What follows belongs to an exercise in optimizing a design on an open flow for small area and a short achievable clock period; a production flow would make more cautious choices. For this run, only the layout was checked, not whether the RTL still works. Power is estimated from default activity; no workload was simulated.

--- flow/config.mk ---
export PLATFORM = sky130hd
export DESIGN_NAME = fc_layer
export DESIGN_NICKNAME = fc_layer
export VERILOG_FILES = /design/flow/design.v
export SDC_FILE = /design/flow/constraint.sdc
export NUM_CORES = 4
export LEC_CHECK = 0
export CAP_MARGIN = 20
export CORE_MARGIN = 2
export CORE_UTILIZATION = 65
export CTS_CLUSTER_DIAMETER = 100
export CTS_CLUSTER_SIZE = 20
export SLEW_MARGIN = 20
--- flow/constraint.sdc ---
create_clock -name core_clock -period 8.0 [get_ports {clk}]
set_input_delay 1.6000 -clock core_clock [delete_from_list [all_inputs] [get_ports {clk}]]
set_output_delay 1.6000 -clock core_clock [all_outputs]
set_load 0.01 [all_outputs]
--- flow/design.v ---
`timescale 1ns/1ps
module fc_layer (
    input  logic        clk,
    input  logic        rstn,
    input  logic        r_valid,
    input  logic [31:0] in_data,
    output logic        t_valid,
    output logic [31:0] out_data
);
    logic [3:0] cnt;
    logic       w_first, w_second, w_weight, w_bias;
    assign w_first  = r_valid && (cnt == 4'd2 || cnt == 4'd4 || cnt == 4'd6 || cnt == 4'd8);
    assign w_second = r_valid && (cnt == 4'd3 || cnt == 4'd5 || cnt == 4'd7 || cnt == 4'd9);
    assign w_weight = w_first || w_second;
    assign w_bias   = r_valid && (cnt == 4'd10);
    logic       start0;   
    logic       fin0;     
    logic       sb0;      
    logic [1:0] nid0;     
    always_ff @(posedge clk or negedge rstn) begin
        if (!rstn) begin
            cnt <= '0;
            sb0 <= 1'b0;
        end else begin
            if (r_valid) cnt <= (cnt == 4'd10) ? 4'd0 : cnt + 4'd1;
            sb0 <= w_bias;
        end
    end
    always_ff @(posedge clk) begin
        start0 <= w_first;
        fin0   <= w_second && (cnt != 4'd9);
        nid0   <= cnt[2:1] - 2'd1;
    end
    logic [31:0] feat_a, feat_b, feat_p;
    always_ff @(posedge clk) begin
        if (r_valid && cnt == 4'd0) feat_a <= in_data;
        if (r_valid && cnt == 4'd1) feat_b <= in_data;
        feat_p <= (cnt == 4'd10) ? 32'h0100_0000 : cnt[0] ? feat_b : feat_a;
    end
    logic [3:0] neg0, one0, two0, neg1, one1, two1, neg2, one2, two2, neg3, one3, two3;
    for (genvar k = 0; k < 4; k++) begin : g_enc
        logic [8:0] wx;
        logic [3:0] ng, on, tw;
        logic [3:0] ng_q, on_q, tw_q;
        assign wx = {in_data[8*k +: 8], 1'b0};
        for (genvar m = 0; m < 4; m++) begin : g_dig
            assign ng[m] = wx[2*m+2];
            assign on[m] = wx[2*m+1] ^ wx[2*m];
            assign tw[m] = (wx[2*m+2] & ~wx[2*m+1] & ~wx[2*m]) | (~wx[2*m+2] & wx[2*m+1] & wx[2*m]);
        end
        always_ff @(posedge clk) begin
            ng_q <= ng & {4{r_valid}};
            on_q <= on & {4{r_valid}};
            tw_q <= tw & {4{r_valid}};
        end
    end
    assign {neg0, one0, two0} = {g_enc[0].ng_q, g_enc[0].on_q, g_enc[0].tw_q};
    assign {neg1, one1, two1} = {g_enc[1].ng_q, g_enc[1].on_q, g_enc[1].tw_q};
    assign {neg2, one2, two2} = {g_enc[2].ng_q, g_enc[2].on_q, g_enc[2].tw_q};
    assign {neg3, one3, two3} = {g_enc[3].ng_q, g_enc[3].on_q, g_enc[3].tw_q};
    logic [7:0] bias_b [3];
    assign bias_b[0] = {neg0[3], one0[3] ^ neg0[2], neg0[2], one0[2] ^ neg0[1], neg0[1], one0[1] ^ neg0[0], neg0[0], one0[0]};
    assign bias_b[1] = {neg1[3], one1[3] ^ neg1[2], neg1[2], one1[2] ^ neg1[1], neg1[1], one1[1] ^ neg1[0], neg1[0], one1[0]};
    assign bias_b[2] = {neg2[3], one2[3] ^ neg2[2], neg2[2], one2[2] ^ neg2[1], neg2[1], one2[1] ^ neg2[0], neg2[0], one2[0]};
    logic [7:0] xf0, xf1, xf2, xf3;
    assign {xf3, xf2, xf1, xf0} = feat_p;
    logic [18:0] acc_s, acc_c, acc_sk, acc_ck;
    logic        keep1;
    assign acc_sk = acc_s & {19{keep1}};
    assign acc_ck = acc_c & {19{keep1}};
    wire r0 = ((one0[0] & xf0[0])) ^ neg0[0];
    wire r1 = ((one0[0] & xf0[1]) | (two0[0] & xf0[0])) ^ neg0[0];
    wire r2 = ((one0[0] & xf0[2]) | (two0[0] & xf0[1])) ^ neg0[0];
    wire r3 = ((one0[0] & xf0[3]) | (two0[0] & xf0[2])) ^ neg0[0];
    wire r4 = ((one0[0] & xf0[4]) | (two0[0] & xf0[3])) ^ neg0[0];
    wire r5 = ((one0[0] & xf0[5]) | (two0[0] & xf0[4])) ^ neg0[0];
    wire r6 = ((one0[0] & xf0[6]) | (two0[0] & xf0[5])) ^ neg0[0];
    wire r7 = ((one0[0] & xf0[7]) | (two0[0] & xf0[6])) ^ neg0[0];
    wire r8 = ((one0[0] & xf0[7]) | (two0[0] & xf0[7])) ^ neg0[0];
    wire r9 = ~(((one0[0] & xf0[7]) | (two0[0] & xf0[7])) ^ neg0[0]);
    wire r10 = ((one0[1] & xf0[0])) ^ neg0[1];
    wire r11 = ((one0[1] & xf0[1]) | (two0[1] & xf0[0])) ^ neg0[1];
    wire r12 = ((one0[1] & xf0[2]) | (two0[1] & xf0[1])) ^ neg0[1];
    wire r13 = ((one0[1] & xf0[3]) | (two0[1] & xf0[2])) ^ neg0[1];
    wire r14 = ((one0[1] & xf0[4]) | (two0[1] & xf0[3])) ^ neg0[1];
    wire r15 = ((one0[1] & xf0[5]) | (two0[1] & xf0[4])) ^ neg0[1];
    wire r16 = ((one0[1] & xf0[6]) | (two0[1] & xf0[5])) ^ neg0[1];
    wire r17 = ((one0[1] & xf0[7]) | (two0[1] & xf0[6])) ^ neg0[1];
    wire r18 = ((one0[1] & xf0[7]) | (two0[1] & xf0[7])) ^ neg0[1];
    wire r19 = ~(((one0[1] & xf0[7]) | (two0[1] & xf0[7])) ^ neg0[1]);
    wire r20 = ((one0[2] & xf0[0])) ^ neg0[2];
    wire r21 = ((one0[2] & xf0[1]) | (two0[2] & xf0[0])) ^ neg0[2];
    wire r22 = ((one0[2] & xf0[2]) | (two0[2] & xf0[1])) ^ neg0[2];
    wire r23 = ((one0[2] & xf0[3]) | (two0[2] & xf0[2])) ^ neg0[2];
    wire r24 = ((one0[2] & xf0[4]) | (two0[2] & xf0[3])) ^ neg0[2];
    wire r25 = ((one0[2] & xf0[5]) | (two0[2] & xf0[4])) ^ neg0[2];
    wire r26 = ((one0[2] & xf0[6]) | (two0[2] & xf0[5])) ^ neg0[2];
    wire r27 = ((one0[2] & xf0[7]) | (two0[2] & xf0[6])) ^ neg0[2];
    wire r28 = ((one0[2] & xf0[7]) | (two0[2] & xf0[7])) ^ neg0[2];
    wire r29 = ~(((one0[2] & xf0[7]) | (two0[2] & xf0[7])) ^ neg0[2]);
    wire r30 = ((one0[3] & xf0[0])) ^ neg0[3];
    wire r31 = ((one0[3] & xf0[1]) | (two0[3] & xf0[0])) ^ neg0[3];
    wire r32 = ((one0[3] & xf0[2]) | (two0[3] & xf0[1])) ^ neg0[3];
    wire r33 = ((one0[3] & xf0[3]) | (two0[3] & xf0[2])) ^ neg0[3];
    wire r34 = ((one0[3] & xf0[4]) | (two0[3] & xf0[3])) ^ neg0[3];
    wire r35 = ((one0[3] & xf0[5]) | (two0[3] & xf0[4])) ^ neg0[3];
    wire r36 = ((one0[3] & xf0[6]) | (two0[3] & xf0[5])) ^ neg0[3];
    wire r37 = ((one0[3] & xf0[7]) | (two0[3] & xf0[6])) ^ neg0[3];
    wire r38 = ((one0[3] & xf0[7]) | (two0[3] & xf0[7])) ^ neg0[3];
    wire r39 = ~(((one0[3] & xf0[7]) | (two0[3] & xf0[7])) ^ neg0[3]);
    wire r40 = ((one1[0] & xf1[0])) ^ neg1[0];
    wire r41 = ((one1[0] & xf1[1]) | (two1[0] & xf1[0])) ^ neg1[0];
    wire r42 = ((one1[0] & xf1[2]) | (two1[0] & xf1[1])) ^ neg1[0];
    wire r43 = ((one1[0] & xf1[3]) | (two1[0] & xf1[2])) ^ neg1[0];
    wire r44 = ((one1[0] & xf1[4]) | (two1[0] & xf1[3])) ^ neg1[0];
    wire r45 = ((one1[0] & xf1[5]) | (two1[0] & xf1[4])) ^ neg1[0];
    wire r46 = ((one1[0] & xf1[6]) | (two1[0] & xf1[5])) ^ neg1[0];
    wire r47 = ((one1[0] & xf1[7]) | (two1[0] & xf1[6])) ^ neg1[0];
    wire r48 = ((one1[0] & xf1[7]) | (two1[0] & xf1[7])) ^ neg1[0];
    wire r49 = ~(((one1[0] & xf1[7]) | (two1[0] & xf1[7])) ^ neg1[0]);
    wire r50 = ((one1[1] & xf1[0])) ^ neg1[1];
    wire r51 = ((one1[1] & xf1[1]) | (two1[1] & xf1[0])) ^ neg1[1];
    wire r52 = ((one1[1] & xf1[2]) | (two1[1] & xf1[1])) ^ neg1[1];
    wire r53 = ((one1[1] & xf1[3]) | (two1[1] & xf1[2])) ^ neg1[1];
    wire r54 = ((one1[1] & xf1[4]) | (two1[1] & xf1[3])) ^ neg1[1];
    wire r55 = ((one1[1] & xf1[5]) | (two1[1] & xf1[4])) ^ neg1[1];
    wire r56 = ((one1[1] & xf1[6]) | (two1[1] & xf1[5])) ^ neg1[1];
    wire r57 = ((one1[1] & xf1[7]) | (two1[1] & xf1[6])) ^ neg1[1];
    wire r58 = ((one1[1] & xf1[7]) | (two1[1] & xf1[7])) ^ neg1[1];
    wire r59 = ~(((one1[1] & xf1[7]) | (two1[1] & xf1[7])) ^ neg1[1]);
    wire r60 = ((one1[2] & xf1[0])) ^ neg1[2];
    wire r61 = ((one1[2] & xf1[1]) | (two1[2] & xf1[0])) ^ neg1[2];
    wire r62 = ((one1[2] & xf1[2]) | (two1[2] & xf1[1])) ^ neg1[2];
    wire r63 = ((one1[2] & xf1[3]) | (two1[2] & xf1[2])) ^ neg1[2];
    wire r64 = ((one1[2] & xf1[4]) | (two1[2] & xf1[3])) ^ neg1[2];
    wire r65 = ((one1[2] & xf1[5]) | (two1[2] & xf1[4])) ^ neg1[2];
    wire r66 = ((one1[2] & xf1[6]) | (two1[2] & xf1[5])) ^ neg1[2];
    wire r67 = ((one1[2] & xf1[7]) | (two1[2] & xf1[6])) ^ neg1[2];
    wire r68 = ((one1[2] & xf1[7]) | (two1[2] & xf1[7])) ^ neg1[2];
    wire r69 = ~(((one1[2] & xf1[7]) | (two1[2] & xf1[7])) ^ neg1[2]);
    wire r70 = ((one1[3] & xf1[0])) ^ neg1[3];
    wire r71 = ((one1[3] & xf1[1]) | (two1[3] & xf1[0])) ^ neg1[3];
    wire r72 = ((one1[3] & xf1[2]) | (two1[3] & xf1[1])) ^ neg1[3];
    wire r73 = ((one1[3] & xf1[3]) | (two1[3] & xf1[2])) ^ neg1[3];
    wire r74 = ((one1[3] & xf1[4]) | (two1[3] & xf1[3])) ^ neg1[3];
    wire r75 = ((one1[3] & xf1[5]) | (two1[3] & xf1[4])) ^ neg1[3];
    wire r76 = ((one1[3] & xf1[6]) | (two1[3] & xf1[5])) ^ neg1[3];
    wire r77 = ((one1[3] & xf1[7]) | (two1[3] & xf1[6])) ^ neg1[3];
    wire r78 = ((one1[3] & xf1[7]) | (two1[3] & xf1[7])) ^ neg1[3];
    wire r79 = ~(((one1[3] & xf1[7]) | (two1[3] & xf1[7])) ^ neg1[3]);
    wire r80 = ((one2[0] & xf2[0])) ^ neg2[0];
    wire r81 = ((one2[0] & xf2[1]) | (two2[0] & xf2[0])) ^ neg2[0];
    wire r82 = ((one2[0] & xf2[2]) | (two2[0] & xf2[1])) ^ neg2[0];
    wire r83 = ((one2[0] & xf2[3]) | (two2[0] & xf2[2])) ^ neg2[0];
    wire r84 = ((one2[0] & xf2[4]) | (two2[0] & xf2[3])) ^ neg2[0];
    wire r85 = ((one2[0] & xf2[5]) | (two2[0] & xf2[4])) ^ neg2[0];
    wire r86 = ((one2[0] & xf2[6]) | (two2[0] & xf2[5])) ^ neg2[0];
    wire r87 = ((one2[0] & xf2[7]) | (two2[0] & xf2[6])) ^ neg2[0];
    wire r88 = ((one2[0] & xf2[7]) | (two2[0] & xf2[7])) ^ neg2[0];
    wire r89 = ~(((one2[0] & xf2[7]) | (two2[0] & xf2[7])) ^ neg2[0]);
    wire r90 = ((one2[1] & xf2[0])) ^ neg2[1];
    wire r91 = ((one2[1] & xf2[1]) | (two2[1] & xf2[0])) ^ neg2[1];
    wire r92 = ((one2[1] & xf2[2]) | (two2[1] & xf2[1])) ^ neg2[1];
    wire r93 = ((one2[1] & xf2[3]) | (two2[1] & xf2[2])) ^ neg2[1];
    wire r94 = ((one2[1] & xf2[4]) | (two2[1] & xf2[3])) ^ neg2[1];
    wire r95 = ((one2[1] & xf2[5]) | (two2[1] & xf2[4])) ^ neg2[1];
    wire r96 = ((one2[1] & xf2[6]) | (two2[1] & xf2[5])) ^ neg2[1];
    wire r97 = ((one2[1] & xf2[7]) | (two2[1] & xf2[6])) ^ neg2[1];
    wire r98 = ((one2[1] & xf2[7]) | (two2[1] & xf2[7])) ^ neg2[1];
    wire r99 = ~(((one2[1] & xf2[7]) | (two2[1] & xf2[7])) ^ neg2[1]);
    wire r100 = ((one2[2] & xf2[0])) ^ neg2[2];
    wire r101 = ((one2[2] & xf2[1]) | (two2[2] & xf2[0])) ^ neg2[2];
    wire r102 = ((one2[2] & xf2[2]) | (two2[2] & xf2[1])) ^ neg2[2];
    wire r103 = ((one2[2] & xf2[3]) | (two2[2] & xf2[2])) ^ neg2[2];
    wire r104 = ((one2[2] & xf2[4]) | (two2[2] & xf2[3])) ^ neg2[2];
    wire r105 = ((one2[2] & xf2[5]) | (two2[2] & xf2[4])) ^ neg2[2];
    wire r106 = ((one2[2] & xf2[6]) | (two2[2] & xf2[5])) ^ neg2[2];
    wire r107 = ((one2[2] & xf2[7]) | (two2[2] & xf2[6])) ^ neg2[2];
    wire r108 = ((one2[2] & xf2[7]) | (two2[2] & xf2[7])) ^ neg2[2];
    wire r109 = ~(((one2[2] & xf2[7]) | (two2[2] & xf2[7])) ^ neg2[2]);
    wire r110 = ((one2[3] & xf2[0])) ^ neg2[3];
    wire r111 = ((one2[3] & xf2[1]) | (two2[3] & xf2[0])) ^ neg2[3];
    wire r112 = ((one2[3] & xf2[2]) | (two2[3] & xf2[1])) ^ neg2[3];
    wire r113 = ((one2[3] & xf2[3]) | (two2[3] & xf2[2])) ^ neg2[3];
    wire r114 = ((one2[3] & xf2[4]) | (two2[3] & xf2[3])) ^ neg2[3];
    wire r115 = ((one2[3] & xf2[5]) | (two2[3] & xf2[4])) ^ neg2[3];
    wire r116 = ((one2[3] & xf2[6]) | (two2[3] & xf2[5])) ^ neg2[3];
    wire r117 = ((one2[3] & xf2[7]) | (two2[3] & xf2[6])) ^ neg2[3];
    wire r118 = ((one2[3] & xf2[7]) | (two2[3] & xf2[7])) ^ neg2[3];
    wire r119 = ~(((one2[3] & xf2[7]) | (two2[3] & xf2[7])) ^ neg2[3]);
    wire r120 = ((one3[0] & xf3[0])) ^ neg3[0];
    wire r121 = ((one3[0] & xf3[1]) | (two3[0] & xf3[0])) ^ neg3[0];
    wire r122 = ((one3[0] & xf3[2]) | (two3[0] & xf3[1])) ^ neg3[0];
    wire r123 = ((one3[0] & xf3[3]) | (two3[0] & xf3[2])) ^ neg3[0];
    wire r124 = ((one3[0] & xf3[4]) | (two3[0] & xf3[3])) ^ neg3[0];
    wire r125 = ((one3[0] & xf3[5]) | (two3[0] & xf3[4])) ^ neg3[0];
    wire r126 = ((one3[0] & xf3[6]) | (two3[0] & xf3[5])) ^ neg3[0];
    wire r127 = ((one3[0] & xf3[7]) | (two3[0] & xf3[6])) ^ neg3[0];
    wire r128 = ((one3[0] & xf3[7]) | (two3[0] & xf3[7])) ^ neg3[0];
    wire r129 = ~(((one3[0] & xf3[7]) | (two3[0] & xf3[7])) ^ neg3[0]);
    wire r130 = ((one3[1] & xf3[0])) ^ neg3[1];
    wire r131 = ((one3[1] & xf3[1]) | (two3[1] & xf3[0])) ^ neg3[1];
    wire r132 = ((one3[1] & xf3[2]) | (two3[1] & xf3[1])) ^ neg3[1];
    wire r133 = ((one3[1] & xf3[3]) | (two3[1] & xf3[2])) ^ neg3[1];
    wire r134 = ((one3[1] & xf3[4]) | (two3[1] & xf3[3])) ^ neg3[1];
    wire r135 = ((one3[1] & xf3[5]) | (two3[1] & xf3[4])) ^ neg3[1];
    wire r136 = ((one3[1] & xf3[6]) | (two3[1] & xf3[5])) ^ neg3[1];
    wire r137 = ((one3[1] & xf3[7]) | (two3[1] & xf3[6])) ^ neg3[1];
    wire r138 = ((one3[1] & xf3[7]) | (two3[1] & xf3[7])) ^ neg3[1];
    wire r139 = ~(((one3[1] & xf3[7]) | (two3[1] & xf3[7])) ^ neg3[1]);
    wire r140 = ((one3[2] & xf3[0])) ^ neg3[2];
    wire r141 = ((one3[2] & xf3[1]) | (two3[2] & xf3[0])) ^ neg3[2];
    wire r142 = ((one3[2] & xf3[2]) | (two3[2] & xf3[1])) ^ neg3[2];
    wire r143 = ((one3[2] & xf3[3]) | (two3[2] & xf3[2])) ^ neg3[2];
    wire r144 = ((one3[2] & xf3[4]) | (two3[2] & xf3[3])) ^ neg3[2];
    wire r145 = ((one3[2] & xf3[5]) | (two3[2] & xf3[4])) ^ neg3[2];
    wire r146 = ((one3[2] & xf3[6]) | (two3[2] & xf3[5])) ^ neg3[2];
    wire r147 = ((one3[2] & xf3[7]) | (two3[2] & xf3[6])) ^ neg3[2];
    wire r148 = ((one3[2] & xf3[7]) | (two3[2] & xf3[7])) ^ neg3[2];
    wire r149 = ~(((one3[2] & xf3[7]) | (two3[2] & xf3[7])) ^ neg3[2]);
    wire r150 = ((one3[3] & xf3[0])) ^ neg3[3];
    wire r151 = ((one3[3] & xf3[1]) | (two3[3] & xf3[0])) ^ neg3[3];
    wire r152 = ((one3[3] & xf3[2]) | (two3[3] & xf3[1])) ^ neg3[3];
    wire r153 = ((one3[3] & xf3[3]) | (two3[3] & xf3[2])) ^ neg3[3];
    wire r154 = ((one3[3] & xf3[4]) | (two3[3] & xf3[3])) ^ neg3[3];
    wire r155 = ((one3[3] & xf3[5]) | (two3[3] & xf3[4])) ^ neg3[3];
    wire r156 = ((one3[3] & xf3[6]) | (two3[3] & xf3[5])) ^ neg3[3];
    wire r157 = ((one3[3] & xf3[7]) | (two3[3] & xf3[6])) ^ neg3[3];
    wire r158 = ((one3[3] & xf3[7]) | (two3[3] & xf3[7])) ^ neg3[3];
    wire r159 = ~(((one3[3] & xf3[7]) | (two3[3] & xf3[7])) ^ neg3[3]);
    wire x160 = neg0[0] ^ neg1[0];
    wire s161 = x160 ^ neg2[0];
    wire c162 = (neg0[0] & neg1[0]) | (neg2[0] & x160);
    wire x163 = neg0[1] ^ neg1[1];
    wire s164 = x163 ^ neg2[1];
    wire c165 = (neg0[1] & neg1[1]) | (neg2[1] & x163);
    wire x166 = neg3[1] ^ r2;
    wire s167 = x166 ^ r10;
    wire c168 = (neg3[1] & r2) | (r10 & x166);
    wire x169 = r42 ^ r50;
    wire s170 = x169 ^ r82;
    wire c171 = (r42 & r50) | (r82 & x169);
    wire x172 = c165 ^ r3;
    wire s173 = x172 ^ r11;
    wire c174 = (c165 & r3) | (r11 & x172);
    wire x175 = r43 ^ r51;
    wire s176 = x175 ^ r83;
    wire c177 = (r43 & r51) | (r83 & x175);
    wire s178 = r91 ^ r123;
    wire c179 = r91 & r123;
    wire x180 = neg0[2] ^ neg1[2];
    wire s181 = x180 ^ neg2[2];
    wire c182 = (neg0[2] & neg1[2]) | (neg2[2] & x180);
    wire x183 = neg3[2] ^ r4;
    wire s184 = x183 ^ r12;
    wire c185 = (neg3[2] & r4) | (r12 & x183);
    wire x186 = r20 ^ r44;
    wire s187 = x186 ^ r52;
    wire c188 = (r20 & r44) | (r52 & x186);
    wire x189 = r60 ^ r84;
    wire s190 = x189 ^ r92;
    wire c191 = (r60 & r84) | (r92 & x189);
    wire x192 = r100 ^ r124;
    wire s193 = x192 ^ r132;
    wire c194 = (r100 & r124) | (r132 & x192);
    wire x195 = r140 ^ s181;
    wire s196 = x195 ^ c179;
    wire c197 = (r140 & s181) | (c179 & x195);
    wire s198 = c174 ^ c177;
    wire c199 = c174 & c177;
    wire x200 = c182 ^ r5;
    wire s201 = x200 ^ r13;
    wire c202 = (c182 & r5) | (r13 & x200);
    wire x203 = r21 ^ r45;
    wire s204 = x203 ^ r53;
    wire c205 = (r21 & r45) | (r53 & x203);
    wire x206 = r61 ^ r85;
    wire s207 = x206 ^ r93;
    wire c208 = (r61 & r85) | (r93 & x206);
    wire x209 = r101 ^ r125;
    wire s210 = x209 ^ r133;
    wire c211 = (r101 & r125) | (r133 & x209);
    wire x212 = r141 ^ c185;
    wire s213 = x212 ^ c188;
    wire c214 = (r141 & c185) | (c188 & x212);
    wire x215 = c191 ^ c194;
    wire s216 = x215 ^ s201;
    wire c217 = (c191 & c194) | (s201 & x215);
    wire s218 = s204 ^ s207;
    wire c219 = s204 & s207;
    wire x220 = neg0[3] ^ neg1[3];
    wire s221 = x220 ^ neg2[3];
    wire c222 = (neg0[3] & neg1[3]) | (neg2[3] & x220);
    wire x223 = neg3[3] ^ r6;
    wire s224 = x223 ^ r14;
    wire c225 = (neg3[3] & r6) | (r14 & x223);
    wire x226 = r22 ^ r30;
    wire s227 = x226 ^ r46;
    wire c228 = (r22 & r30) | (r46 & x226);
    wire x229 = r54 ^ r62;
    wire s230 = x229 ^ r70;
    wire c231 = (r54 & r62) | (r70 & x229);
    wire x232 = r86 ^ r94;
    wire s233 = x232 ^ r102;
    wire c234 = (r86 & r94) | (r102 & x232);
    wire x235 = r110 ^ r126;
    wire s236 = x235 ^ r134;
    wire c237 = (r110 & r126) | (r134 & x235);
    wire x238 = r142 ^ r150;
    wire s239 = x238 ^ s221;
    wire c240 = (r142 & r150) | (s221 & x238);
    wire x241 = c202 ^ c205;
    wire s242 = x241 ^ c208;
    wire c243 = (c202 & c205) | (c208 & x241);
    wire x244 = c211 ^ s224;
    wire s245 = x244 ^ s227;
    wire c246 = (c211 & s224) | (s227 & x244);
    wire x247 = s230 ^ s233;
    wire s248 = x247 ^ s236;
    wire c249 = (s230 & s233) | (s236 & x247);
    wire s250 = s239 ^ c219;
    wire c251 = s239 & c219;
    wire x252 = c222 ^ r7;
    wire s253 = x252 ^ r15;
    wire c254 = (c222 & r7) | (r15 & x252);
    wire x255 = r23 ^ r31;
    wire s256 = x255 ^ r47;
    wire c257 = (r23 & r31) | (r47 & x255);
    wire x258 = r55 ^ r63;
    wire s259 = x258 ^ r71;
    wire c260 = (r55 & r63) | (r71 & x258);
    wire x261 = r87 ^ r95;
    wire s262 = x261 ^ r103;
    wire c263 = (r87 & r95) | (r103 & x261);
    wire x264 = r111 ^ r127;
    wire s265 = x264 ^ r135;
    wire c266 = (r111 & r127) | (r135 & x264);
    wire x267 = r143 ^ r151;
    wire s268 = x267 ^ c225;
    wire c269 = (r143 & r151) | (c225 & x267);
    wire x270 = c228 ^ c231;
    wire s271 = x270 ^ c234;
    wire c272 = (c228 & c231) | (c234 & x270);
    wire x273 = c237 ^ c240;
    wire s274 = x273 ^ s253;
    wire c275 = (c237 & c240) | (s253 & x273);
    wire x276 = s256 ^ s259;
    wire s277 = x276 ^ s262;
    wire c278 = (s256 & s259) | (s262 & x276);
    wire x279 = s265 ^ c243;
    wire s280 = x279 ^ c246;
    wire c281 = (s265 & c243) | (c246 & x279);
    wire s282 = c249 ^ s268;
    wire c283 = c249 & s268;
    wire x284 = r8 ^ r16;
    wire s285 = x284 ^ r24;
    wire c286 = (r8 & r16) | (r24 & x284);
    wire x287 = r32 ^ r48;
    wire s288 = x287 ^ r56;
    wire c289 = (r32 & r48) | (r56 & x287);
    wire x290 = r64 ^ r72;
    wire s291 = x290 ^ r88;
    wire c292 = (r64 & r72) | (r88 & x290);
    wire x293 = r96 ^ r104;
    wire s294 = x293 ^ r112;
    wire c295 = (r96 & r104) | (r112 & x293);
    wire x296 = r128 ^ r136;
    wire s297 = x296 ^ r144;
    wire c298 = (r128 & r136) | (r144 & x296);
    wire x299 = r152 ^ c254;
    wire s300 = x299 ^ c257;
    wire c301 = (r152 & c254) | (c257 & x299);
    wire x302 = c260 ^ c263;
    wire s303 = x302 ^ c266;
    wire c304 = (c260 & c263) | (c266 & x302);
    wire x305 = s285 ^ s288;
    wire s306 = x305 ^ s291;
    wire c307 = (s285 & s288) | (s291 & x305);
    wire x308 = s294 ^ s297;
    wire s309 = x308 ^ c269;
    wire c310 = (s294 & s297) | (c269 & x308);
    wire x311 = c272 ^ c275;
    wire s312 = x311 ^ c278;
    wire c313 = (c272 & c275) | (c278 & x311);
    wire s314 = s300 ^ s303;
    wire c315 = s300 & s303;
    wire x316 = r9 ^ r17;
    wire s317 = x316 ^ r25;
    wire c318 = (r9 & r17) | (r25 & x316);
    wire x319 = r33 ^ r49;
    wire s320 = x319 ^ r57;
    wire c321 = (r33 & r49) | (r57 & x319);
    wire x322 = r65 ^ r73;
    wire s323 = x322 ^ r89;
    wire c324 = (r65 & r73) | (r89 & x322);
    wire x325 = r97 ^ r105;
    wire s326 = x325 ^ r113;
    wire c327 = (r97 & r105) | (r113 & x325);
    wire x328 = r129 ^ r137;
    wire s329 = x328 ^ r145;
    wire c330 = (r129 & r137) | (r145 & x328);
    wire x331 = r153 ^ c286;
    wire s332 = x331 ^ c289;
    wire c333 = (r153 & c286) | (c289 & x331);
    wire x334 = c292 ^ c295;
    wire s335 = x334 ^ c298;
    wire c336 = (c292 & c295) | (c298 & x334);
    wire x337 = s317 ^ s320;
    wire s338 = x337 ^ s323;
    wire c339 = (s317 & s320) | (s323 & x337);
    wire x340 = s326 ^ s329;
    wire s341 = x340 ^ c301;
    wire c342 = (s326 & s329) | (c301 & x340);
    wire x343 = c304 ^ c307;
    wire s344 = x343 ^ s332;
    wire c345 = (c304 & c307) | (s332 & x343);
    wire s346 = s335 ^ s338;
    wire c347 = s335 & s338;
    wire x348 = r18 ^ r26;
    wire s349 = x348 ^ r34;
    wire c350 = (r18 & r26) | (r34 & x348);
    wire x351 = r58 ^ r66;
    wire s352 = x351 ^ r74;
    wire c353 = (r58 & r66) | (r74 & x351);
    wire x354 = r98 ^ r106;
    wire s355 = x354 ^ r114;
    wire c356 = (r98 & r106) | (r114 & x354);
    wire x357 = r138 ^ r146;
    wire s358 = x357 ^ r154;
    wire c359 = (r138 & r146) | (r154 & x357);
    wire x360 = c318 ^ c321;
    wire s361 = x360 ^ c324;
    wire c362 = (c318 & c321) | (c324 & x360);
    wire x363 = c327 ^ c330;
    wire s364 = x363 ^ s349;
    wire c365 = (c327 & c330) | (s349 & x363);
    wire x366 = s352 ^ s355;
    wire s367 = x366 ^ s358;
    wire c368 = (s352 & s355) | (s358 & x366);
    wire x369 = c333 ^ c336;
    wire s370 = x369 ^ c339;
    wire c371 = (c333 & c336) | (c339 & x369);
    wire s372 = s361 ^ s364;
    wire c373 = s361 & s364;
    wire x374 = 1'b1 ^ r19;
    wire s375 = x374 ^ r27;
    wire c376 = (1'b1 & r19) | (r27 & x374);
    wire x377 = r35 ^ r59;
    wire s378 = x377 ^ r67;
    wire c379 = (r35 & r59) | (r67 & x377);
    wire x380 = r75 ^ r99;
    wire s381 = x380 ^ r107;
    wire c382 = (r75 & r99) | (r107 & x380);
    wire x383 = r115 ^ r139;
    wire s384 = x383 ^ r147;
    wire c385 = (r115 & r139) | (r147 & x383);
    wire x386 = r155 ^ c350;
    wire s387 = x386 ^ c353;
    wire c388 = (r155 & c350) | (c353 & x386);
    wire x389 = c356 ^ c359;
    wire s390 = x389 ^ s375;
    wire c391 = (c356 & c359) | (s375 & x389);
    wire x392 = s378 ^ s381;
    wire s393 = x392 ^ s384;
    wire c394 = (s378 & s381) | (s384 & x392);
    wire x395 = c362 ^ c365;
    wire s396 = x395 ^ c368;
    wire c397 = (c362 & c365) | (c368 & x395);
    wire x398 = 1'b1 ^ r28;
    wire s399 = x398 ^ r36;
    wire c400 = (1'b1 & r28) | (r36 & x398);
    wire x401 = r68 ^ r76;
    wire s402 = x401 ^ r108;
    wire c403 = (r68 & r76) | (r108 & x401);
    wire x404 = r116 ^ r148;
    wire s405 = x404 ^ r156;
    wire c406 = (r116 & r148) | (r156 & x404);
    wire x407 = c376 ^ c379;
    wire s408 = x407 ^ c382;
    wire c409 = (c376 & c379) | (c382 & x407);
    wire x410 = c385 ^ s399;
    wire s411 = x410 ^ s402;
    wire c412 = (c385 & s399) | (s402 & x410);
    wire s413 = s405 ^ c388;
    wire c414 = s405 & c388;
    wire x415 = r29 ^ r37;
    wire s416 = x415 ^ r69;
    wire c417 = (r29 & r37) | (r69 & x415);
    wire x418 = r77 ^ r109;
    wire s419 = x418 ^ r117;
    wire c420 = (r77 & r109) | (r117 & x418);
    wire x421 = r149 ^ r157;
    wire s422 = x421 ^ c400;
    wire c423 = (r149 & r157) | (c400 & x421);
    wire x424 = c403 ^ c406;
    wire s425 = x424 ^ s416;
    wire c426 = (c403 & c406) | (s416 & x424);
    wire x427 = 1'b1 ^ r38;
    wire s428 = x427 ^ r78;
    wire c429 = (1'b1 & r38) | (r78 & x427);
    wire s430 = r118 ^ r158;
    wire c431 = r118 & r158;
    logic pa0_0, pa0_1, pa0_2, pa0_3, pa0_4, pa0_5, pa1_0, pa1_1, pa1_2, pa1_3, pa1_4, pa2_0, pa2_1, pa2_2, pa2_3, pa2_4, pa2_5, pa3_0, pa3_1, pa3_2, pa3_3, pa3_4, pa3_5, pa4_0, pa4_1, pa4_2, pa4_3, pa4_4, pa4_5, pa5_0, pa5_1, pa5_2, pa5_3, pa5_4, pa5_5, pa6_0, pa6_1, pa6_2, pa6_3, pa6_4, pa6_5, pa7_0, pa7_1, pa7_2, pa7_3, pa7_4, pa7_5, pa8_0, pa8_1, pa8_2, pa8_3, pa8_4, pa8_5, pa9_0, pa9_1, pa9_2, pa9_3, pa9_4, pa9_5, pa10_0, pa10_1, pa10_2, pa10_3, pa10_4, pa10_5, pa11_0, pa11_1, pa11_2, pa11_3, pa11_4, pa11_5, pa12_0, pa12_1, pa12_2, pa12_3, pa12_4, pa12_5, pa13_0, pa13_1, pa13_2, pa13_3, pa13_4, pa13_5, pa14_0, pa14_1, pa14_2, pa14_3, pa14_4, pa14_5, pa15_0, pa15_1, pa15_2, pa15_3, pa15_4, pa15_5;
    always_ff @(posedge clk) begin
        pa0_0 <= neg3[0];
        pa0_1 <= r0;
        pa0_2 <= r40;
        pa0_3 <= r80;
        pa0_4 <= r120;
        pa0_5 <= s161;
        pa1_0 <= r1;
        pa1_1 <= r41;
        pa1_2 <= r81;
        pa1_3 <= r121;
        pa1_4 <= c162;
        pa2_0 <= r90;
        pa2_1 <= r122;
        pa2_2 <= r130;
        pa2_3 <= s164;
        pa2_4 <= s167;
        pa2_5 <= s170;
        pa3_0 <= r131;
        pa3_1 <= c168;
        pa3_2 <= c171;
        pa3_3 <= s173;
        pa3_4 <= s176;
        pa3_5 <= s178;
        pa4_0 <= s184;
        pa4_1 <= s187;
        pa4_2 <= s190;
        pa4_3 <= s193;
        pa4_4 <= s196;
        pa4_5 <= s198;
        pa5_0 <= s210;
        pa5_1 <= c197;
        pa5_2 <= c199;
        pa5_3 <= s213;
        pa5_4 <= s216;
        pa5_5 <= s218;
        pa6_0 <= c214;
        pa6_1 <= c217;
        pa6_2 <= s242;
        pa6_3 <= s245;
        pa6_4 <= s248;
        pa6_5 <= s250;
        pa7_0 <= s271;
        pa7_1 <= c251;
        pa7_2 <= s274;
        pa7_3 <= s277;
        pa7_4 <= s280;
        pa7_5 <= s282;
        pa8_0 <= s306;
        pa8_1 <= c283;
        pa8_2 <= c281;
        pa8_3 <= s309;
        pa8_4 <= s312;
        pa8_5 <= s314;
        pa9_0 <= c315;
        pa9_1 <= c310;
        pa9_2 <= c313;
        pa9_3 <= s341;
        pa9_4 <= s344;
        pa9_5 <= s346;
        pa10_0 <= s367;
        pa10_1 <= c347;
        pa10_2 <= c342;
        pa10_3 <= c345;
        pa10_4 <= s370;
        pa10_5 <= s372;
        pa11_0 <= s387;
        pa11_1 <= s390;
        pa11_2 <= s393;
        pa11_3 <= c373;
        pa11_4 <= c371;
        pa11_5 <= s396;
        pa12_0 <= c391;
        pa12_1 <= c394;
        pa12_2 <= s408;
        pa12_3 <= s411;
        pa12_4 <= c397;
        pa12_5 <= s413;
        pa13_0 <= s419;
        pa13_1 <= c409;
        pa13_2 <= c412;
        pa13_3 <= s422;
        pa13_4 <= c414;
        pa13_5 <= s425;
        pa14_0 <= c417;
        pa14_1 <= c420;
        pa14_2 <= s428;
        pa14_3 <= c423;
        pa14_4 <= c426;
        pa14_5 <= s430;
        pa15_0 <= r39;
        pa15_1 <= r79;
        pa15_2 <= r119;
        pa15_3 <= r159;
        pa15_4 <= c429;
        pa15_5 <= c431;
    end
    wire x432 = pa0_0 ^ pa0_1;
    wire s433 = x432 ^ pa0_2;
    wire c434 = (pa0_0 & pa0_1) | (pa0_2 & x432);
    wire x435 = pa0_3 ^ pa0_4;
    wire s436 = x435 ^ pa0_5;
    wire c437 = (pa0_3 & pa0_4) | (pa0_5 & x435);
    wire x438 = acc_sk[0] ^ acc_ck[0];
    wire s439 = x438 ^ s433;
    wire c440 = (acc_sk[0] & acc_ck[0]) | (s433 & x438);
    wire x441 = pa1_0 ^ pa1_1;
    wire s442 = x441 ^ pa1_2;
    wire c443 = (pa1_0 & pa1_1) | (pa1_2 & x441);
    wire x444 = pa1_3 ^ pa1_4;
    wire s445 = x444 ^ acc_sk[1];
    wire c446 = (pa1_3 & pa1_4) | (acc_sk[1] & x444);
    wire x447 = acc_ck[1] ^ c434;
    wire s448 = x447 ^ c437;
    wire c449 = (acc_ck[1] & c434) | (c437 & x447);
    wire x450 = s442 ^ s445;
    wire s451 = x450 ^ c440;
    wire c452 = (s442 & s445) | (c440 & x450);
    wire x453 = pa2_0 ^ pa2_1;
    wire s454 = x453 ^ pa2_2;
    wire c455 = (pa2_0 & pa2_1) | (pa2_2 & x453);
    wire x456 = pa2_3 ^ pa2_4;
    wire s457 = x456 ^ pa2_5;
    wire c458 = (pa2_3 & pa2_4) | (pa2_5 & x456);
    wire x459 = acc_sk[2] ^ acc_ck[2];
    wire s460 = x459 ^ c443;
    wire c461 = (acc_sk[2] & acc_ck[2]) | (c443 & x459);
    wire x462 = s454 ^ s457;
    wire s463 = x462 ^ c446;
    wire c464 = (s454 & s457) | (c446 & x462);
    wire x465 = c449 ^ s460;
    wire s466 = x465 ^ s463;
    wire c467 = (c449 & s460) | (s463 & x465);
    wire x468 = pa3_0 ^ pa3_1;
    wire s469 = x468 ^ pa3_2;
    wire c470 = (pa3_0 & pa3_1) | (pa3_2 & x468);
    wire x471 = pa3_3 ^ pa3_4;
    wire s472 = x471 ^ pa3_5;
    wire c473 = (pa3_3 & pa3_4) | (pa3_5 & x471);
    wire x474 = acc_sk[3] ^ acc_ck[3];
    wire s475 = x474 ^ c455;
    wire c476 = (acc_sk[3] & acc_ck[3]) | (c455 & x474);
    wire x477 = c458 ^ s469;
    wire s478 = x477 ^ s472;
    wire c479 = (c458 & s469) | (s472 & x477);
    wire x480 = c461 ^ s475;
    wire s481 = x480 ^ s478;
    wire c482 = (c461 & s475) | (s478 & x480);
    wire s483 = c464 ^ s481;
    wire c484 = c464 & s481;
    wire x485 = pa4_0 ^ pa4_1;
    wire s486 = x485 ^ pa4_2;
    wire c487 = (pa4_0 & pa4_1) | (pa4_2 & x485);
    wire x488 = pa4_3 ^ pa4_4;
    wire s489 = x488 ^ pa4_5;
    wire c490 = (pa4_3 & pa4_4) | (pa4_5 & x488);
    wire x491 = acc_sk[4] ^ acc_ck[4];
    wire s492 = x491 ^ c470;
    wire c493 = (acc_sk[4] & acc_ck[4]) | (c470 & x491);
    wire x494 = c473 ^ s486;
    wire s495 = x494 ^ s489;
    wire c496 = (c473 & s486) | (s489 & x494);
    wire x497 = c476 ^ c479;
    wire s498 = x497 ^ s492;
    wire c499 = (c476 & c479) | (s492 & x497);
    wire x500 = s495 ^ c482;
    wire s501 = x500 ^ s498;
    wire c502 = (s495 & c482) | (s498 & x500);
    wire x503 = pa5_0 ^ pa5_1;
    wire s504 = x503 ^ pa5_2;
    wire c505 = (pa5_0 & pa5_1) | (pa5_2 & x503);
    wire x506 = pa5_3 ^ pa5_4;
    wire s507 = x506 ^ pa5_5;
    wire c508 = (pa5_3 & pa5_4) | (pa5_5 & x506);
    wire x509 = acc_sk[5] ^ acc_ck[5];
    wire s510 = x509 ^ c487;
    wire c511 = (acc_sk[5] & acc_ck[5]) | (c487 & x509);
    wire x512 = c490 ^ s504;
    wire s513 = x512 ^ s507;
    wire c514 = (c490 & s504) | (s507 & x512);
    wire x515 = c493 ^ c496;
    wire s516 = x515 ^ s510;
    wire c517 = (c493 & c496) | (s510 & x515);
    wire x518 = s513 ^ c499;
    wire s519 = x518 ^ s516;
    wire c520 = (s513 & c499) | (s516 & x518);
    wire x521 = pa6_0 ^ pa6_1;
    wire s522 = x521 ^ pa6_2;
    wire c523 = (pa6_0 & pa6_1) | (pa6_2 & x521);
    wire x524 = pa6_3 ^ pa6_4;
    wire s525 = x524 ^ pa6_5;
    wire c526 = (pa6_3 & pa6_4) | (pa6_5 & x524);
    wire x527 = acc_sk[6] ^ acc_ck[6];
    wire s528 = x527 ^ c505;
    wire c529 = (acc_sk[6] & acc_ck[6]) | (c505 & x527);
    wire x530 = c508 ^ s522;
    wire s531 = x530 ^ s525;
    wire c532 = (c508 & s522) | (s525 & x530);
    wire x533 = c511 ^ c514;
    wire s534 = x533 ^ s528;
    wire c535 = (c511 & c514) | (s528 & x533);
    wire x536 = s531 ^ c517;
    wire s537 = x536 ^ s534;
    wire c538 = (s531 & c517) | (s534 & x536);
    wire x539 = pa7_0 ^ pa7_1;
    wire s540 = x539 ^ pa7_2;
    wire c541 = (pa7_0 & pa7_1) | (pa7_2 & x539);
    wire x542 = pa7_3 ^ pa7_4;
    wire s543 = x542 ^ pa7_5;
    wire c544 = (pa7_3 & pa7_4) | (pa7_5 & x542);
    wire x545 = acc_sk[7] ^ acc_ck[7];
    wire s546 = x545 ^ c523;
    wire c547 = (acc_sk[7] & acc_ck[7]) | (c523 & x545);
    wire x548 = c526 ^ s540;
    wire s549 = x548 ^ s543;
    wire c550 = (c526 & s540) | (s543 & x548);
    wire x551 = c529 ^ c532;
    wire s552 = x551 ^ s546;
    wire c553 = (c529 & c532) | (s546 & x551);
    wire x554 = s549 ^ c535;
    wire s555 = x554 ^ s552;
    wire c556 = (s549 & c535) | (s552 & x554);
    wire x557 = pa8_0 ^ pa8_1;
    wire s558 = x557 ^ pa8_2;
    wire c559 = (pa8_0 & pa8_1) | (pa8_2 & x557);
    wire x560 = pa8_3 ^ pa8_4;
    wire s561 = x560 ^ pa8_5;
    wire c562 = (pa8_3 & pa8_4) | (pa8_5 & x560);
    wire x563 = acc_sk[8] ^ acc_ck[8];
    wire s564 = x563 ^ c541;
    wire c565 = (acc_sk[8] & acc_ck[8]) | (c541 & x563);
    wire x566 = c544 ^ s558;
    wire s567 = x566 ^ s561;
    wire c568 = (c544 & s558) | (s561 & x566);
    wire x569 = c547 ^ c550;
    wire s570 = x569 ^ s564;
    wire c571 = (c547 & c550) | (s564 & x569);
    wire x572 = s567 ^ c553;
    wire s573 = x572 ^ s570;
    wire c574 = (s567 & c553) | (s570 & x572);
    wire x575 = pa9_0 ^ pa9_1;
    wire s576 = x575 ^ pa9_2;
    wire c577 = (pa9_0 & pa9_1) | (pa9_2 & x575);
    wire x578 = pa9_3 ^ pa9_4;
    wire s579 = x578 ^ pa9_5;
    wire c580 = (pa9_3 & pa9_4) | (pa9_5 & x578);
    wire x581 = acc_sk[9] ^ acc_ck[9];
    wire s582 = x581 ^ c559;
    wire c583 = (acc_sk[9] & acc_ck[9]) | (c559 & x581);
    wire x584 = c562 ^ s576;
    wire s585 = x584 ^ s579;
    wire c586 = (c562 & s576) | (s579 & x584);
    wire x587 = c565 ^ c568;
    wire s588 = x587 ^ s582;
    wire c589 = (c565 & c568) | (s582 & x587);
    wire x590 = s585 ^ c571;
    wire s591 = x590 ^ s588;
    wire c592 = (s585 & c571) | (s588 & x590);
    wire x593 = pa10_0 ^ pa10_1;
    wire s594 = x593 ^ pa10_2;
    wire c595 = (pa10_0 & pa10_1) | (pa10_2 & x593);
    wire x596 = pa10_3 ^ pa10_4;
    wire s597 = x596 ^ pa10_5;
    wire c598 = (pa10_3 & pa10_4) | (pa10_5 & x596);
    wire x599 = acc_sk[10] ^ acc_ck[10];
    wire s600 = x599 ^ c577;
    wire c601 = (acc_sk[10] & acc_ck[10]) | (c577 & x599);
    wire x602 = c580 ^ s594;
    wire s603 = x602 ^ s597;
    wire c604 = (c580 & s594) | (s597 & x602);
    wire x605 = c583 ^ c586;
    wire s606 = x605 ^ s600;
    wire c607 = (c583 & c586) | (s600 & x605);
    wire x608 = s603 ^ c589;
    wire s609 = x608 ^ s606;
    wire c610 = (s603 & c589) | (s606 & x608);
    wire x611 = pa11_0 ^ pa11_1;
    wire s612 = x611 ^ pa11_2;
    wire c613 = (pa11_0 & pa11_1) | (pa11_2 & x611);
    wire x614 = pa11_3 ^ pa11_4;
    wire s615 = x614 ^ pa11_5;
    wire c616 = (pa11_3 & pa11_4) | (pa11_5 & x614);
    wire x617 = acc_sk[11] ^ acc_ck[11];
    wire s618 = x617 ^ c595;
    wire c619 = (acc_sk[11] & acc_ck[11]) | (c595 & x617);
    wire x620 = c598 ^ s612;
    wire s621 = x620 ^ s615;
    wire c622 = (c598 & s612) | (s615 & x620);
    wire x623 = c601 ^ c604;
    wire s624 = x623 ^ s618;
    wire c625 = (c601 & c604) | (s618 & x623);
    wire x626 = s621 ^ c607;
    wire s627 = x626 ^ s624;
    wire c628 = (s621 & c607) | (s624 & x626);
    wire x629 = pa12_0 ^ pa12_1;
    wire s630 = x629 ^ pa12_2;
    wire c631 = (pa12_0 & pa12_1) | (pa12_2 & x629);
    wire x632 = pa12_3 ^ pa12_4;
    wire s633 = x632 ^ pa12_5;
    wire c634 = (pa12_3 & pa12_4) | (pa12_5 & x632);
    wire x635 = acc_sk[12] ^ acc_ck[12];
    wire s636 = x635 ^ c613;
    wire c637 = (acc_sk[12] & acc_ck[12]) | (c613 & x635);
    wire x638 = c616 ^ s630;
    wire s639 = x638 ^ s633;
    wire c640 = (c616 & s630) | (s633 & x638);
    wire x641 = c619 ^ c622;
    wire s642 = x641 ^ s636;
    wire c643 = (c619 & c622) | (s636 & x641);
    wire x644 = s639 ^ c625;
    wire s645 = x644 ^ s642;
    wire c646 = (s639 & c625) | (s642 & x644);
    wire x647 = pa13_0 ^ pa13_1;
    wire s648 = x647 ^ pa13_2;
    wire c649 = (pa13_0 & pa13_1) | (pa13_2 & x647);
    wire x650 = pa13_3 ^ pa13_4;
    wire s651 = x650 ^ pa13_5;
    wire c652 = (pa13_3 & pa13_4) | (pa13_5 & x650);
    wire x653 = acc_sk[13] ^ acc_ck[13];
    wire s654 = x653 ^ c631;
    wire c655 = (acc_sk[13] & acc_ck[13]) | (c631 & x653);
    wire x656 = c634 ^ s648;
    wire s657 = x656 ^ s651;
    wire c658 = (c634 & s648) | (s651 & x656);
    wire x659 = c637 ^ c640;
    wire s660 = x659 ^ s654;
    wire c661 = (c637 & c640) | (s654 & x659);
    wire x662 = s657 ^ c643;
    wire s663 = x662 ^ s660;
    wire c664 = (s657 & c643) | (s660 & x662);
    wire x665 = pa14_0 ^ pa14_1;
    wire s666 = x665 ^ pa14_2;
    wire c667 = (pa14_0 & pa14_1) | (pa14_2 & x665);
    wire x668 = pa14_3 ^ pa14_4;
    wire s669 = x668 ^ pa14_5;
    wire c670 = (pa14_3 & pa14_4) | (pa14_5 & x668);
    wire x671 = acc_sk[14] ^ acc_ck[14];
    wire s672 = x671 ^ c649;
    wire c673 = (acc_sk[14] & acc_ck[14]) | (c649 & x671);
    wire x674 = c652 ^ s666;
    wire s675 = x674 ^ s669;
    wire c676 = (c652 & s666) | (s669 & x674);
    wire x677 = c655 ^ c658;
    wire s678 = x677 ^ s672;
    wire c679 = (c655 & c658) | (s672 & x677);
    wire x680 = s675 ^ c661;
    wire s681 = x680 ^ s678;
    wire c682 = (s675 & c661) | (s678 & x680);
    wire x683 = pa15_0 ^ pa15_1;
    wire s684 = x683 ^ pa15_2;
    wire c685 = (pa15_0 & pa15_1) | (pa15_2 & x683);
    wire x686 = pa15_3 ^ pa15_4;
    wire s687 = x686 ^ pa15_5;
    wire c688 = (pa15_3 & pa15_4) | (pa15_5 & x686);
    wire x689 = acc_sk[15] ^ acc_ck[15];
    wire s690 = x689 ^ c667;
    wire c691 = (acc_sk[15] & acc_ck[15]) | (c667 & x689);
    wire x692 = c670 ^ s684;
    wire s693 = x692 ^ s687;
    wire c694 = (c670 & s684) | (s687 & x692);
    wire x695 = c673 ^ c676;
    wire s696 = x695 ^ s690;
    wire c697 = (c673 & c676) | (s690 & x695);
    wire x698 = s693 ^ c679;
    wire s699 = x698 ^ s696;
    wire c700 = (s693 & c679) | (s696 & x698);
    wire x701 = 1'b1 ^ acc_sk[16];
    wire s702 = x701 ^ acc_ck[16];
    wire c703 = (1'b1 & acc_sk[16]) | (acc_ck[16] & x701);
    wire x704 = c685 ^ c688;
    wire s705 = x704 ^ s702;
    wire c706 = (c685 & c688) | (s702 & x704);
    wire x707 = c691 ^ c694;
    wire s708 = x707 ^ s705;
    wire c709 = (c691 & c694) | (s705 & x707);
    wire s710 = c697 ^ s708;
    wire c711 = c697 & s708;
    wire x712 = acc_sk[17] ^ acc_ck[17];
    wire s713 = x712 ^ c703;
    wire c714 = (acc_sk[17] & acc_ck[17]) | (c703 & x712);
    wire x715 = c706 ^ s713;
    wire s716 = x715 ^ c709;
    wire c717 = (c706 & s713) | (c709 & x715);
    wire x718 = 1'b1 ^ acc_sk[18];
    wire s719 = x718 ^ acc_ck[18];
    wire s720 = s719 ^ c714;
    always_ff @(posedge clk) begin
        acc_s <= {c717, c711, c700, c682, c664, c646, c628, c610, c592, c574, c556, c538, c520, c502, c484, c467, c452, s448, s436};
        acc_c <= {s720, s716, s710, s699, s681, s663, s645, s627, s609, s591, s573, s555, s537, s519, s501, s483, s466, s451, s439};
    end
    logic       fin1, sb1, fin2, sb2, sb3;
    logic [1:0] nid1, nid2;
    always_ff @(posedge clk or negedge rstn) begin
        if (!rstn) begin
            sb1     <= 1'b0;
            sb2     <= 1'b0;
            sb3     <= 1'b0;
        end else begin
            sb1     <= sb0;
            sb2     <= sb1;
            sb3     <= sb2;
        end
    end
    always_ff @(posedge clk) begin
        t_valid <= sb3;
        keep1 <= !start0;
        fin1  <= fin0;
        nid1  <= nid0;
        fin2  <= fin1;
        nid2  <= nid1;
    end
    logic [18:0] tot;
    assign tot = acc_s + acc_c;
    logic signed [10:0] tot_hi;
    assign tot_hi = tot[18:8];
    logic signed [10:0] held_h [3];
    logic [7:0]         held_l [3];
    always_ff @(posedge clk) begin
        for (int j = 0; j < 3; j++) begin
            if (fin2 && nid2 == 2'(j)) begin
                held_h[j] <= tot_hi;
                held_l[j] <= tot[7:0];
            end
        end
    end
    function automatic logic [7:0] sat(input logic signed [11:0] z);
        if (z > 12'sd127) sat = 8'h7f;
        else if (z < -12'sd128) sat = 8'h80;
        else sat = z[7:0];
    endfunction
    logic [7:0] cand_dn [3];
    logic [7:0] cand_eq [3];
    logic [7:0] cand_up [3];
    logic [2:0] bias_co, bias_neg;
    for (genvar j = 0; j < 3; j++) begin : g_fin
        logic [8:0] lo_sum;
        assign cand_dn[j] = sat({held_h[j][10], held_h[j]} - 12'd1);
        assign cand_eq[j] = sat({held_h[j][10], held_h[j]});
        assign cand_up[j] = sat({held_h[j][10], held_h[j]} + 12'd1);
        assign lo_sum     = {1'b0, held_l[j]} + {1'b0, bias_b[j]};
        always_ff @(posedge clk) begin
            if (sb0) begin
                bias_co[j]  <= lo_sum[8];
                bias_neg[j] <= bias_b[j][7];
            end
        end
    end
    logic signed [10:0] tot_hq;
    always_ff @(posedge clk) tot_hq <= tot_hi;
    always_ff @(posedge clk) begin
        for (int j = 0; j < 3; j++)
            out_data[31-8*j -: 8] <= bias_co[j] ? (bias_neg[j] ? cand_eq[j] : cand_up[j])
                                                : (bias_neg[j] ? cand_dn[j] : cand_eq[j]);
        out_data[7:0] <= (tot_hq > 11'sd127) ? 8'h7f : (tot_hq < -11'sd128) ? 8'h80 : tot_hq[7:0];
    end
endmodule
--- flow/flow/run.sh ---
#!/bin/bash
# Standard layout, with strong buffers on the ports, sizing free to change a
# cell's footprint, and timing repair aiming 5.4 ns past the 8 ns clock. The
# make output goes to flow_make.log here; each ORFS step keeps its own log
# under orfs/logs.
set -euo pipefail
bash standard.sh \
    BUFFER_PORTS_ARGS="-buffer_cell sky130_fd_sc_hd__buf_4" \
    MATCH_CELL_FOOTPRINT=0 \
    SETUP_SLACK_MARGIN=5.4 \
    finish > flow_make.log 2>&1
--- flow/standard.sh ---
#!/bin/bash
# synth_recipe.tcl (not shown) runs the flow's synth.tcl, then flattens the netlist and writes it again
# the make line also repeats each setting of config.mk as NAME=value (left out here)
make -C /OpenROAD-flow-scripts/flow DESIGN_CONFIG=/design/flow/config.mk WORK_HOME=/design/flow/orfs CLKGATE_MAP_FILE= SYNTH_SCRIPT=/design/flow/synth_recipe.tcl "${@:-finish}"
==> results.rst <==
.. list-table::
   :header-rows: 1

   * - Metric
     - Value
   * - Status
     - no timing/DRC/antenna violations
   * - Worst path depth
     - 1
   * - Endpoint class of the critical path
     - output pin
   * - Number of sinks handled by clock tree synthesis
     - 403
   * - Clock skew
     - 0.01800 ns
   * - Insertion delay of the later-clocked pin in the worst-skew pair
     - 0.55 ns
   * - Buffers on Ports
     - 67
   * - Pin slew with the least headroom to its limit
     - 1.009 ns
   * - Drc violations
     - 0
   * - Standby leakage power
     - 9.514 nW
   * - Ys flop type
     - sky130_fd_sc_hd__dfxtp_1
   * - Worst path buffer plus inverter count
     - 1
   * - FF-to-FF path depth
     - 5
   * - Die area
     - 0.03504 sq mm
   * - Setup repair after global routing missed its margin
     - true
   * - Maximum clock insertion buffer count
     - 3
   * - Portion of synthesized cell area occupied by the leading cell type
     - 0.2459
   * - Total detailed-routing wirelength
     - 49,950 um
   * - Overall die height
     - 187.2 um
   * - Antenna cell count
     - 0
   * - Total Power
     - 0.01011 W
   * - Power per cell area
     - 425.4 mW/mm^2
   * - Wire length of the first global-routing pass
     - 79,130 um
   * - Worst hold slack across all endpoints
     - 0.3318 ns
   * - Worst slew slack as a fraction of its limit
     - 0.3273
   * - Path class of the lowest-slack min-delay path
     - reg2reg
   * - Detailed-router iteration count before antenna repair
     - 6
   * - Worst Path Required
     - 6.40 ns
   * - Post-Synthesis Cell Area
     - 0.02181 sq mm
   * - Routed wire per std cell
     - 20.46 um
   * - Delay of the slowest cell on the worst path
     - 0.33 ns
   * - Post-detailed-placement cell area
     - 0.02238 sq mm
   * - Placed wire-length estimate
     - 37,490 um
   * - Number of max-cap violations
     - 0
   * - Tmin final
     - 2.601 ns
   * - Number of placement rows
     - 67
   * - CP cell instances
     - buf_6
   * - Cells taking the most area after synthesis
     - sky130_fd_sc_hd__dfxtp_1 (25%), sky130_fd_sc_hd__edfxtp_1 (17%), sky130_fd_sc_hd__fa_1 (16%)
   * - Cell accounting for the most synthesized area
     - sky130_fd_sc_hd__dfxtp_1
   * - Area growth from synthesis to layout
     - 8.947%
   * - Clock transition at the register clock pins on the worst setup and hold paths after CTS
     - 0.09 ns
   * - Share of final-layout standard cells stronger than drive strength 1
     - 0.1314
   * - Start of the worst register-to-register path
     - feat_p[8]$_SDFF_PP0_
   * - Ratio of routed vias to standard cells
     - 5.939
   * - CTS hold repair buffers
     - 0
   * - Gr ovfl total
     - 0
   * - Number of endpoints failing setup at the final stage
     - 0
   * - Horiz. Die Dim
     - 187.2 um
   * - Worst Path Max Fanout
     - 1
   * - GRT Util Overall
     - 0.2871
   * - Cell area after layout
     - 0.02377 sq mm
   * - Synth warn
     - 7
   * - CTS H-tree depth
     - 1
   * - Most frequent cells in the layout
     - sky130_fd_sc_hd__dfxtp_1 (204), sky130_fd_sc_hd__inv_1 (184), sky130_fd_sc_hd__fa_1 (174)
   * - Sum Neg Setup Slack
     - 0 ns
   * - Pin count of the biggest net entering global routing
     - 53
   * - Total number of vias
     - 14,500
   * - Arrival @ worst endpoint
     - 1.00 ns
   * - Clock root buffer master
     - sky130_fd_sc_hd__clkbuf_16
   * - Number of global-route vias before repair
     - 14,530
   * - Slowest stage cell, crit path
     - sky130_fd_sc_hd__dfxtp_2
   * - Residual antenna-violating net count after detailed routing
     - 0
   * - Number of antenna violations at the first check in global routing
     - 0
   * - Top delay family on crit path
     - flip-flops
   * - Clock tree from TritonCTS
     - built
   * - Hold Path Depth
     - 0
   * - Worst setup SP type
     - register
   * - Final hold violation count
     - 0
   * - IR Drop Worst-Case VDD
     - 245.1 uV
   * - Post-synthesis async set-or-reset flop share
     - 0.01985
   * - Max Clk Rate
     - 384.4 MHz
   * - Total CTS buffers
     - 24
   * - Seq cells post-synth
     - 403
   * - Count of distinct cell types in the synthesized netlist
     - 84
   * - Sequential fraction of the synthesis area
     - 0.4299
   * - Part of the cycle the worst path needs
     - 0.3252
   * - Capture instance of the worst register-to-register path
     - pa9_4$_DFF_P_
   * - Setup crit end
     - out_data[18]
   * - Crit path kind
     - reg2out
   * - Number of max-slew violations in the final report
     - 0
   * - Mean instance size in the synthesized netlist
     - 11.00 sq um
   * - Layout Nets
     - 2,250
   * - Number of enable flip-flop cells after synthesis
     - 127
   * - Most common library cell in the layout ignoring fill and taps
     - sky130_fd_sc_hd__dfxtp_1
   * - Final Util
     - 0.7141
   * - Total nets after synthesis
     - 2,255
   * - R2R setup slack
     - 5.45 ns
   * - Area of the placeable core
     - 0.03328 sq mm
   * - Count of mapped cells out of synthesis
     - 1,983
   * - Initial detailed-routing violation count
     - 1,206
   * - Weighted congestion at the end of routability-driven global placement
     - 0.9436
   * - Crit path launch
     - out_data[18]$_DFF_P_
   * - Starting utilization of the core area
     - 0.6555
   * - I/O pin cnt
     - 68
[per-stage QoR]
stage / instances / worst slack [ns]
final: 2442 / 5.399
after global routing: 2442 / 5.372
after CTS: 2414 / 5.319
after detailed placement: 2367 / 4.745
after global placement: 2367 / 4.787
after floorplan: 1983 / 4.919
[worst register-to-register path: stages (launching register included)]
cell                      delay (ns)
sky130_fd_sc_hd__dfxtp_1        0.64
sky130_fd_sc_hd__a22oi_1        0.16
sky130_fd_sc_hd__xnor2_1        0.17
sky130_fd_sc_hd__fa_1           0.44
sky130_fd_sc_hd__fa_1           0.52
sky130_fd_sc_hd__fa_1           0.51
[worst min path at each step]
stage | from | end | slack, ns
2_1_floorplan | fin0$_DFF_P_ | fin1$_DFF_P_ | 0.31
3_3_place_gp | nid1[0]$_DFF_P_ | nid2[0]$_DFF_P_ | 0.31
3_5_place_dp | nid1[0]$_DFF_P_ | nid2[0]$_DFF_P_ | 0.31
4_1_cts | nid1[0]$_DFF_P_ | nid2[0]$_DFF_P_ | 0.33
5_1_grt | nid1[0]$_DFF_P_ | nid2[0]$_DFF_P_ | 0.33
6_report | nid1[0]$_DFF_P_ | nid2[0]$_DFF_P_ | 0.33
[layer usage]
layer / global-route usage / part of all wire / vias to the layer above
li1: - / - / 6746
met1: 0.3803 / 0.40 / 7124
met2: 0.4908 / 0.50 / 520
met3: 0.02233 / 0.051 / 114
met4: 0.1236 / 0.048 / 0
met5: 0 / 0 / -
[Yosys cell counts, types with 11 or more instances]
master,n
sky130_fd_sc_hd__a21oi_1,51
sky130_fd_sc_hd__edfxtp_1,127
sky130_fd_sc_hd__a31oi_1,16
sky130_fd_sc_hd__mux2i_1,35
sky130_fd_sc_hd__nor4_1,12
sky130_fd_sc_hd__nand4_1,14
sky130_fd_sc_hd__nor2b_1,13
sky130_fd_sc_hd__and2_1,45
sky130_fd_sc_hd__xor2_1,64
sky130_fd_sc_hd__dfxtp_1,268
sky130_fd_sc_hd__fa_1,175
sky130_fd_sc_hd__o22ai_1,11
sky130_fd_sc_hd__nand2_1,96
sky130_fd_sc_hd__nor3_1,25
sky130_fd_sc_hd__a21o_1,12
sky130_fd_sc_hd__xnor2_1,141
sky130_fd_sc_hd__ha_1,62
sky130_fd_sc_hd__nor2_1,80
sky130_fd_sc_hd__nand3_1,37
sky130_fd_sc_hd__inv_1,184
sky130_fd_sc_hd__clkbuf_1,120
sky130_fd_sc_hd__a22oi_1,112
sky130_fd_sc_hd__o21ai_0,71
[cells by family after synthesis]
| family | synth area share |
|---|---|
| flops | 0.4299 |
| simple gates | 0.09578 |
| compound gates | 0.1211 |
| buf+inv | 0.05862 |
| fa+ha+maj | 0.1962 |
| xor+xnor | 0.08231 |
| mux | 0.01606 |
[sequential cells by signal (all words and copies together) (netlist names), 2 cells and up]
signal,flops
acc_c,19
acc_s,19
bias_co,3
bias_neg,3
cnt,4
feat_a,32
feat_b,32
feat_p,32
g_enc.ng_q,16
g_enc.on_q,16
g_enc.tw_q,16
held_h,33
held_l,24
nid0,2
nid1,2
nid2,2
out_data,32
tot_hq,11
[where the power goes]
group | internal (W) | switching, W
combinational | 0.00224 | 0.00300
clock | 0.000588 | 0.000664
sequential | 0.00306 | 0.000565
total | 0.00589 | 0.00422
[layout make-up]
cell class | count | area (sq um)
Inverter | 187 | 701.9
Clock buffer | 40 | 681.9
Multi-Input combinational cell | 1256 | 11340
Sequential cell | 403 | 9488
Fill cell | 2446 | 9514
Timing Repair Buffer | 106 | 969.7
Clock inverter | 2 | 21.27
Tap cell | 448 | 560.5
[what timing repair did]
action / in CTS / in global routing
setup buffers: 5 / 27
resized for setup: 77 / 67
pin swaps: 1 / 12
gates cloned: 0 / 1
endpoints found under the setup margin: 113 / 155

[what the ideal ports hide]
No port has a modelled driver above. Below, the same layout with a new extraction and two added sets of constraints. Step 1 sets driving cells, clkbuf_16 on the clock port and buf_2 on the other inputs (assumed; they add their load-dependent delay and slew). Step 2, shift: input delay + t, output delay - t, t = (earliest + latest rising clock arrival at the registers) / 2. This alone moves slack from input paths to output paths. a / b / c = ideal / step 1 / step 2; a / b = the first two.
shift t [ns]: 0.605
slack for setup (ns): 5.399 / 5.342 / 4.942
worst data-port slew with drivers (ns): 0.05
After both steps this run still meets setup and hold. The setup slack of this run moves by -0.057 ns with the drivers and by -0.457 ns with both steps.
